This design comes from an exercise in tuning for small area and a short achievable clock period on the open sky130 flow, not from production work.
In this exercise RTL edits were held to simulation tests only and were not proved equivalent to the original.
Power is estimated from default activity; no workload was simulated.

`design/flow/run.sh`:
```
#!/bin/bash
# synth_recipe.tcl (not shown) runs the flow's synth.tcl, then flattens the netlist and writes it again
# the make line also repeats each setting of config.mk as NAME=value (left out here)
make -C /OpenROAD-flow-scripts/flow DESIGN_CONFIG=/design/flow/config.mk WORK_HOME=/design/flow/orfs CLKGATE_MAP_FILE= SYNTH_SCRIPT=/design/flow/synth_recipe.tcl finish
```
`design/flow/config.mk`:
```
export PLATFORM = sky130hd
export DESIGN_NAME = hdmi_frame_loop_top
export DESIGN_NICKNAME = hdmi_frame_loop_top
export VERILOG_FILES = /design/flow/design.v
export SDC_FILE = /design/flow/constraint.sdc
export NUM_CORES = 4
export LEC_CHECK = 0
export CAP_MARGIN = 20
export CORE_MARGIN = 2
export CORE_UTILIZATION = 40
export SLEW_MARGIN = 20
```
`design/flow/design.v`:
```
`default_nettype none
package hdmi_loop_pkg;
  localparam int H_ACT   = 16;   
  localparam int H_FP    = 2;    
  localparam int H_SYNC  = 3;    
  localparam int H_BP    = 3;    
  localparam int H_TOTAL = 24;   
  localparam int V_ACT   = 8;    
  localparam int V_FP    = 1;
  localparam int V_SYNC  = 2;    
  localparam int V_BP    = 2;
  localparam int V_TOTAL = 13;   
  localparam int X_BITS = 5;   
  localparam int Y_BITS = 4;   
  localparam int COLOR_BITS   = 8;               
  localparam int PIX565_BITS  = 16;              
  localparam int FRAME_PIXELS = H_ACT * V_ACT;   
  localparam int ADDR_BITS    = 7;               
  typedef enum logic
  {
    WR_WAIT_SYNC,   
    WR_FILL         
  } wr_state_t;
  typedef enum logic
  {
    RD_BLANK,   
    RD_SHOW     
  } rd_state_t;
endpackage
`default_nettype wire
`timescale 1ns/1ps
`default_nettype none
import hdmi_loop_pkg::*;
module video_timing_gen (
  input  logic core_clk,
  input  logic rst_in,
  output logic raw_hs,
  output logic raw_vs,
  output logic rd_req
);
  logic [X_BITS-1:0] h_cnt;   
  logic [Y_BITS-1:0] v_cnt;   
  logic              h_last;
  logic              v_last;
  assign h_last = (h_cnt == X_BITS'(H_TOTAL - 1));   
  assign v_last = (v_cnt == Y_BITS'(V_TOTAL - 1));   
  always_ff @(posedge core_clk)
  begin
    if (!rst_in)
    begin
      h_cnt <= '0;   
      v_cnt <= '0;
    end
    else
    begin
      if (h_last)
      begin
        h_cnt <= '0;
        if (v_last)
          v_cnt <= '0;   
        else
          v_cnt <= v_cnt + 1'b1;
      end
      else
      begin
        h_cnt <= h_cnt + 1'b1;
      end
    end
  end
  always_ff @(posedge core_clk)
  begin
    if (!rst_in)
    begin
      raw_hs <= 1'b0;
      raw_vs <= 1'b0;
      rd_req <= 1'b0;
    end
    else
    begin
      rd_req <= (h_cnt < X_BITS'(H_ACT)) && (v_cnt < Y_BITS'(V_ACT));   
      raw_hs <= (h_cnt >= X_BITS'(H_ACT + H_FP)) &&
                (h_cnt <  X_BITS'(H_ACT + H_FP + H_SYNC));   
      raw_vs <= (v_cnt >= Y_BITS'(V_ACT + V_FP)) &&
                (v_cnt <  Y_BITS'(V_ACT + V_FP + V_SYNC));   
    end
  end
endmodule
`default_nettype wire
`timescale 1ns/1ps
`default_nettype none
import hdmi_loop_pkg::*;
module fb_write_ctrl (
  input  logic                                  core_clk,
  input  logic                                  rst_in,
  input  logic                                  vs_in,
  input  logic                                  de_in,
  input  logic [hdmi_loop_pkg::COLOR_BITS-1:0]  r_in,
  input  logic [hdmi_loop_pkg::COLOR_BITS-1:0]  g_in,
  input  logic [hdmi_loop_pkg::COLOR_BITS-1:0]  b_in,
  output logic                                  wr_en,
  output logic [hdmi_loop_pkg::ADDR_BITS-1:0]   wr_addr,
  output logic [hdmi_loop_pkg::PIX565_BITS-1:0] wr_data,
  output logic                                  frame_valid
);
  hdmi_loop_pkg::wr_state_t             state;
  logic [ADDR_BITS-1:0]   addr_cnt;     
  logic                   frame_full;   
  logic [PIX565_BITS-1:0] pix565;
  assign pix565 = {r_in[COLOR_BITS-1 -: 5], g_in[COLOR_BITS-1 -: 6], b_in[COLOR_BITS-1 -: 5]};
  always_ff @(posedge core_clk)
  begin
    if (!rst_in)
    begin
      state       <= WR_WAIT_SYNC;
      addr_cnt    <= '0;
      frame_full  <= 1'b0;
      wr_en       <= 1'b0;
      frame_valid <= 1'b0;
    end
    else
    begin
      wr_en <= 1'b0;   
      case (state)
        WR_WAIT_SYNC:
          if (vs_in)
            state <= WR_FILL;   
        WR_FILL:
          if (vs_in)
          begin
            addr_cnt   <= '0;   
            frame_full <= 1'b0;
          end
          else if (de_in && !frame_full)
          begin
            wr_en    <= 1'b1;
            addr_cnt <= addr_cnt + 1'b1;
            if (addr_cnt == ADDR_BITS'(FRAME_PIXELS - 1))
              frame_full <= 1'b1;   
          end
      endcase
      if (wr_en && wr_addr == ADDR_BITS'(FRAME_PIXELS - 1))
        frame_valid <= 1'b1;   
    end
  end
  always_ff @(posedge core_clk)
  begin
    wr_addr <= addr_cnt;
    wr_data <= pix565;
  end
endmodule
`default_nettype wire
`timescale 1ns/1ps
`default_nettype none
import hdmi_loop_pkg::*;
module fb_mem (
  input  logic                                  core_clk,
  input  logic                                  wr_en,
  input  logic [hdmi_loop_pkg::ADDR_BITS-1:0]   wr_addr,
  input  logic [hdmi_loop_pkg::PIX565_BITS-1:0] wr_data,
  input  logic [hdmi_loop_pkg::ADDR_BITS-1:0]   rd_addr,
  output logic [hdmi_loop_pkg::PIX565_BITS-1:0] rd_data
);
  logic [PIX565_BITS-1:0] mem [FRAME_PIXELS];   
  always_ff @(posedge core_clk)
  begin
    if (wr_en)
      mem[wr_addr] <= wr_data;   
    rd_data <= mem[rd_addr];     
  end
endmodule
`default_nettype wire
`timescale 1ns/1ps
`default_nettype none
import hdmi_loop_pkg::*;
module fb_read_ctrl (
  input  logic                                  core_clk,
  input  logic                                  rst_in,
  input  logic                                  raw_hs,
  input  logic                                  raw_vs,
  input  logic                                  rd_req,
  input  logic                                  frame_valid,
  output logic [hdmi_loop_pkg::ADDR_BITS-1:0]   rd_addr,
  input  logic [hdmi_loop_pkg::PIX565_BITS-1:0] rd_data,
  output logic                                  hs_out,
  output logic                                  vs_out,
  output logic                                  de_out,
  output logic [hdmi_loop_pkg::COLOR_BITS-1:0]  r_out,
  output logic [hdmi_loop_pkg::COLOR_BITS-1:0]  g_out,
  output logic [hdmi_loop_pkg::COLOR_BITS-1:0]  b_out
);
  hdmi_loop_pkg::rd_state_t state;
  logic      hs_d1;   
  logic      vs_d1;
  logic      de_d1;   
  logic      pix_on;
  assign pix_on = de_d1 && (state == RD_SHOW);
  always_ff @(posedge core_clk)
  begin
    if (!rst_in)
    begin
      rd_addr <= '0;
      state   <= RD_BLANK;
    end
    else
    begin
      if (raw_vs)
        rd_addr <= '0;   
      else if (rd_req)
        rd_addr <= rd_addr + 1'b1;
      if (state == RD_BLANK && raw_vs && frame_valid)
        state <= RD_SHOW;   
    end
  end
  always_ff @(posedge core_clk)
  begin
    if (!rst_in)
    begin
      hs_d1  <= 1'b0;
      vs_d1  <= 1'b0;
      de_d1  <= 1'b0;
      hs_out <= 1'b0;
      vs_out <= 1'b0;
      de_out <= 1'b0;
      r_out  <= '0;
      g_out  <= '0;
      b_out  <= '0;
    end
    else
    begin
      hs_d1  <= raw_hs;   
      vs_d1  <= raw_vs;
      de_d1  <= rd_req;
      hs_out <= hs_d1;
      vs_out <= vs_d1;
      de_out <= de_d1;
      r_out  <= pix_on ? {rd_data[15:11], 3'b000} : '0;
      g_out  <= pix_on ? {rd_data[10:5], 2'b00}   : '0;
      b_out  <= pix_on ? {rd_data[4:0], 3'b000}   : '0;
    end
  end
endmodule
`default_nettype wire
`timescale 1ns/1ps
`default_nettype none
import hdmi_loop_pkg::*;
module hdmi_frame_loop_top (
  input  logic                                 core_clk,
  input  logic                                 rst_in,
  input  logic                                 vs_in,
  input  logic                                 de_in,
  input  logic [hdmi_loop_pkg::COLOR_BITS-1:0] r_in,
  input  logic [hdmi_loop_pkg::COLOR_BITS-1:0] g_in,
  input  logic [hdmi_loop_pkg::COLOR_BITS-1:0] b_in,
  output logic                                 hs_out,
  output logic                                 vs_out,
  output logic                                 de_out,
  output logic [hdmi_loop_pkg::COLOR_BITS-1:0] r_out,
  output logic [hdmi_loop_pkg::COLOR_BITS-1:0] g_out,
  output logic [hdmi_loop_pkg::COLOR_BITS-1:0] b_out,
  output logic                                 frame_valid
);
  logic                   raw_hs;
  logic                   raw_vs;
  logic                   rd_req;    
  logic                   wr_en;
  logic [ADDR_BITS-1:0]   wr_addr;
  logic [PIX565_BITS-1:0] wr_data;
  logic [ADDR_BITS-1:0]   rd_addr;
  logic [PIX565_BITS-1:0] rd_data;
  fb_write_ctrl u_wr (
    .core_clk    (core_clk),
    .rst_in      (rst_in),
    .vs_in       (vs_in),
    .de_in       (de_in),
    .r_in        (r_in),
    .g_in        (g_in),
    .b_in        (b_in),
    .wr_en       (wr_en),
    .wr_addr     (wr_addr),
    .wr_data     (wr_data),
    .frame_valid (frame_valid)
  );
  fb_mem u_mem (
    .core_clk (core_clk),
    .wr_en    (wr_en),
    .wr_addr  (wr_addr),
    .wr_data  (wr_data),
    .rd_addr  (rd_addr),
    .rd_data  (rd_data)
  );
  video_timing_gen u_tg (
    .core_clk (core_clk),
    .rst_in   (rst_in),
    .raw_hs   (raw_hs),
    .raw_vs   (raw_vs),
    .rd_req   (rd_req)
  );
  fb_read_ctrl u_rd (
    .core_clk    (core_clk),
    .rst_in      (rst_in),
    .raw_hs      (raw_hs),
    .raw_vs      (raw_vs),
    .rd_req      (rd_req),
    .frame_valid (frame_valid),
    .rd_addr     (rd_addr),
    .rd_data     (rd_data),
    .hs_out      (hs_out),
    .vs_out      (vs_out),
    .de_out      (de_out),
    .r_out       (r_out),
    .g_out       (g_out),
    .b_out       (b_out)
  );
endmodule
`default_nettype wire
```
`design/flow/constraint.sdc`:
```
create_clock -name core_clock -period 4.0 [get_ports {core_clk}]
set_input_delay 0.8000 -clock core_clock [delete_from_list [all_inputs] [get_ports {core_clk}]]
set_output_delay 0.8000 -clock core_clock [all_outputs]
set_load 0.01 [all_outputs]
```
==> flow_metrics.tcl <==
set metrics [dict create \
    hold_class "in2reg" \
    root_buffer "clkbuf_16" \
    end_kind "register" \
    synth_cells 3832 \
    period_share_pct 89.4 \
    wirelength_um 215000 \
    grt_max_degree 91 \
    yosysUniqueCellTypes 68 \
    drive_gt1_share_pct 27.2 \
    htree_levels 4 \
    synth_seq_cells 2140 \
    synth-seq-area-share_pct 77.5 \
    cap_violations 0 \
    dpl.hpwl_um 131000 \
    overflow 0 \
    hold_viol 0 \
    place_ws_ns 0.433 \
    status "timing/DRC/antenna clean" \
    placed_area_sq_um 87400 \
    die_x_um 456 \
    num_rows 165 \
    synth_edf_count 2048 \
    p_per_area_nw_per_um2 496 \
    via_per_inst 5.72 \
    leakagePower_nw 29.0 \
    gp_congestion 0.818 \
    antenna_left 0 \
    async_reset_ff_share_pct 0 \
    grt_pass1_wl_um 303000 \
    num_vias 40446 \
    clock_latency_ns 0.86 \
    core-area_sq_um 203000 \
    rsz0062_at_grt "no" \
    fp.dieH_um 456 \
    drc 0 \
    power_mw 46.8 \
    grt_pass1_vias 39884 \
    worstSetupPathType "reg2reg" \
    numCtsBuffers 214 \
    fin_nets 4242 \
    drt_iter0_drc 5232 \
    ctsHoldBuffers 0 \
    first_pass_iters 5 \
    cts-resized-gates 0 \
    post-cts-setup-buffer-count 0 \
    synthFlopType "edfxtp_1" \
    fin_ws_ns 0.426 \
    syn_to_final_growth_pct 15.3 \
    fin_crit_ns 3.57 \
    critPathMaxFanout 52 \
    required_ns 4.71 \
    critPathArrivalTime_ns 4.28 \
    n_fill_cell 16912 \
    cts_tree "done" \
    ys_warn_count 4 \
    die-area_sq_um 208000 \
    start_util_pct 40.3 \
    netlist_area_sq_um 81800 \
    antenna_found_initial 8 \
    final_area_sq_um 94300 \
    wire_per_inst_um 30.4 \
    port_buffers 39 \
    maxSlewViolCount 0 \
    startpoint_type "register" \
    path_clk_slew_ns 0.06 \
    setup_tns_ns 0 \
    ios 56 \
    setup-violations-final 0 \
    max_freq_mhz 280 \
    cts.sinks 2140 \
    ir_drop_uv 410 \
    syn_area_per_cell_sq_um 21.3 \
    max_slew_margin_pct 27.0 \
    fin_worst_skew_ns 0.0403 \
    worst_pin_slew_ns 1.08 \
    cts_buffer_depth 3 \
    grt_usage_pct 20.3 \
]
==> cell usage after synthesis, types with 32 or more instances <==
| cell | number | area (sq um) |
|---|---|---|
| mux4_2 | 441 | 9930 |
| mux2i_1 | 173 | 1730 |
| nor2_1 | 181 | 679 |
| nor2b_1 | 47 | 294 |
| dfxtp_1 | 92 | 1840 |
| clkbuf_1 | 54 | 203 |
| a22oi_1 | 83 | 623 |
| nand3_1 | 32 | 160 |
| nand2_1 | 78 | 293 |
| o22ai_1 | 54 | 338 |
| edfxtp_1 | 2048 | 61500 |
| buf_4 | 66 | 495 |
| mux2_2 | 43 | 484 |
| buf_2 | 66 | 330 |
==> registers in the layout, indices dropped and copies added, names as in the netlist, 6 cells and up <==
signal	flops
u_rd.g_out	6
u_rd.rd_addr	7
u_wr.addr_cnt	7
u_wr.wr_addr	7
u_mem.rd_data	16
u_mem.mem	2048
u_wr.wr_data	16
==> per-layer routing <==
layer / track usage, % / wire [um] / up-vias
met5: 0 / 0 / -
met1: 29.2 / 91000 / 21781
met2: 32.1 / 102000 / 1600
met3: 3.20 / 15100 / 310
li1: - / - / 16755
met4: 6.14 / 6580 / 0
==> worst max-delay path: stages (launching register included) <==
cell and delay [ns]:
dfxtp_4 0.94, buf_12 0.27, buf_12 0.31, mux4_2 0.36
a22oi_1 0.45, nand2_1 0.10, nor3_1 0.63, buf_4 0.23
a22oi_1 0.05
==> cell usage in the layout, fill, tap and decap left out, drive strengths merged, types with 10 or more instances in the layout <==
cell type / n
bufinv: 12
mux2: 43
dfxtp: 92
edfxtp: 2048
mux2i: 173
nor2: 182
a21oi: 22
and2: 28
o221ai: 12
clkbuf: 299
nand2b: 10
nor2b: 47
clkdlybuf4s50: 39
nor3: 30
a211oi: 29
a22o: 20
nand2: 78
nor4: 18
a221oi: 10
mux4: 447
a22oi: 83
inv: 18
o21ai: 31
o22ai: 54
nand3: 32
clkinv: 74
buf: 328
==> worst paths after layout <==
check	slack (ns)	from	endpoint	cells after the start
worst max-delay path	0.43	u_rd.rd_addr[1]	u_mem.rd_data[12]	8
worst min-delay path	0.37	b_in[4]	u_wr.wr_data[1]	1
worst max register to register	0.43	u_rd.rd_addr[1]	u_mem.rd_data[12]	8
worst min register to register	0.38	u_wr.addr_cnt[4]	u_wr.wr_addr[4]	0
==> area by class of cell <==
| type | instances | area [sq um] | area share, % |
|---|---|---|---|
| flip-flops and latches | 2140 | 63400 | 67.3 |
| multi-input cells | 1476 | 17300 | 18.3 |
| clock buffers | 299 | 5900 | 6.25 |
| repair buffers | 367 | 3390 | 3.59 |
| well taps | 2672 | 3340 | 3.55 |
| clock inverters | 101 | 931 | 0.987 |
| inverters | 7 | 26.3 | 0.0279 |
| diodes | 3 | 7.51 | 0.00796 |
==> logic make-up (layout without fill, tap and decap cells) <==
| logic type | after synthesis | in the layout | synth area share, % |
|---|---|---|---|
| buffers and inverters | 223 | 774 | 1.66 |
| XOR/XNOR | 9 | 9 | 0.0964 |
| other | 1 | 11 | 0.00459 |
| AO/OA/AOI/OAI | 320 | 320 | 2.84 |
| multiplexers | 663 | 663 | 15.0 |
| adder cells (fa/ha/maj) | 8 | 8 | 0.122 |
| flip-flops | 2140 | 2140 | 77.5 |
| AND/OR/NAND/NOR | 468 | 468 | 2.76 |
==> metrics by stage <==
stage / hold slack [ns] / utilization [%] / instances
floorplan: 0.363 / - / 3839
global placement: 0.376 / 43.1 / 6659
detailed placement: 0.376 / 43.1 / 6659
CTS: 0.306 / 46.5 / 7059
global route: 0.351 / 46.5 / 7062
finish: 0.370 / 46.5 / 7065
==> power breakdown <==
group | internal [mW] | leakage, nW | total [mW] | switching (mW)
logic | 1.10 | 6.46 | 2.43 | 1.33
clock network | 11.1 | 3.34 | 19.6 | 8.50
registers | 24.6 | 19.2 | 24.8 | 0.230

[what the ideal ports hide]
How much do the figures lean on ideal ports? The routed layout below was timed once more, with nothing changed but the port constraints.
Step 1 sets driving cells, clkbuf_16 on the clock port and buf_2 on the other inputs (assumed; they add their load-dependent delay and slew).
Step 2 also shifts input and output timing later by t, the mid clock arrival at the registers, as if the neighbouring blocks saw the same clock.
Three values: ideal, step 1, step 2; two values: the first two.
t, ns: 0.920
setup WS [ns]: 0.426 / 0.426 / 0.426
worst slew at a driven data input, ns: 0.12
After both steps this run still meets setup and hold. For this run, drivers alone change the setup slack by 0.000 ns; drivers and shift together by 0.000 ns.
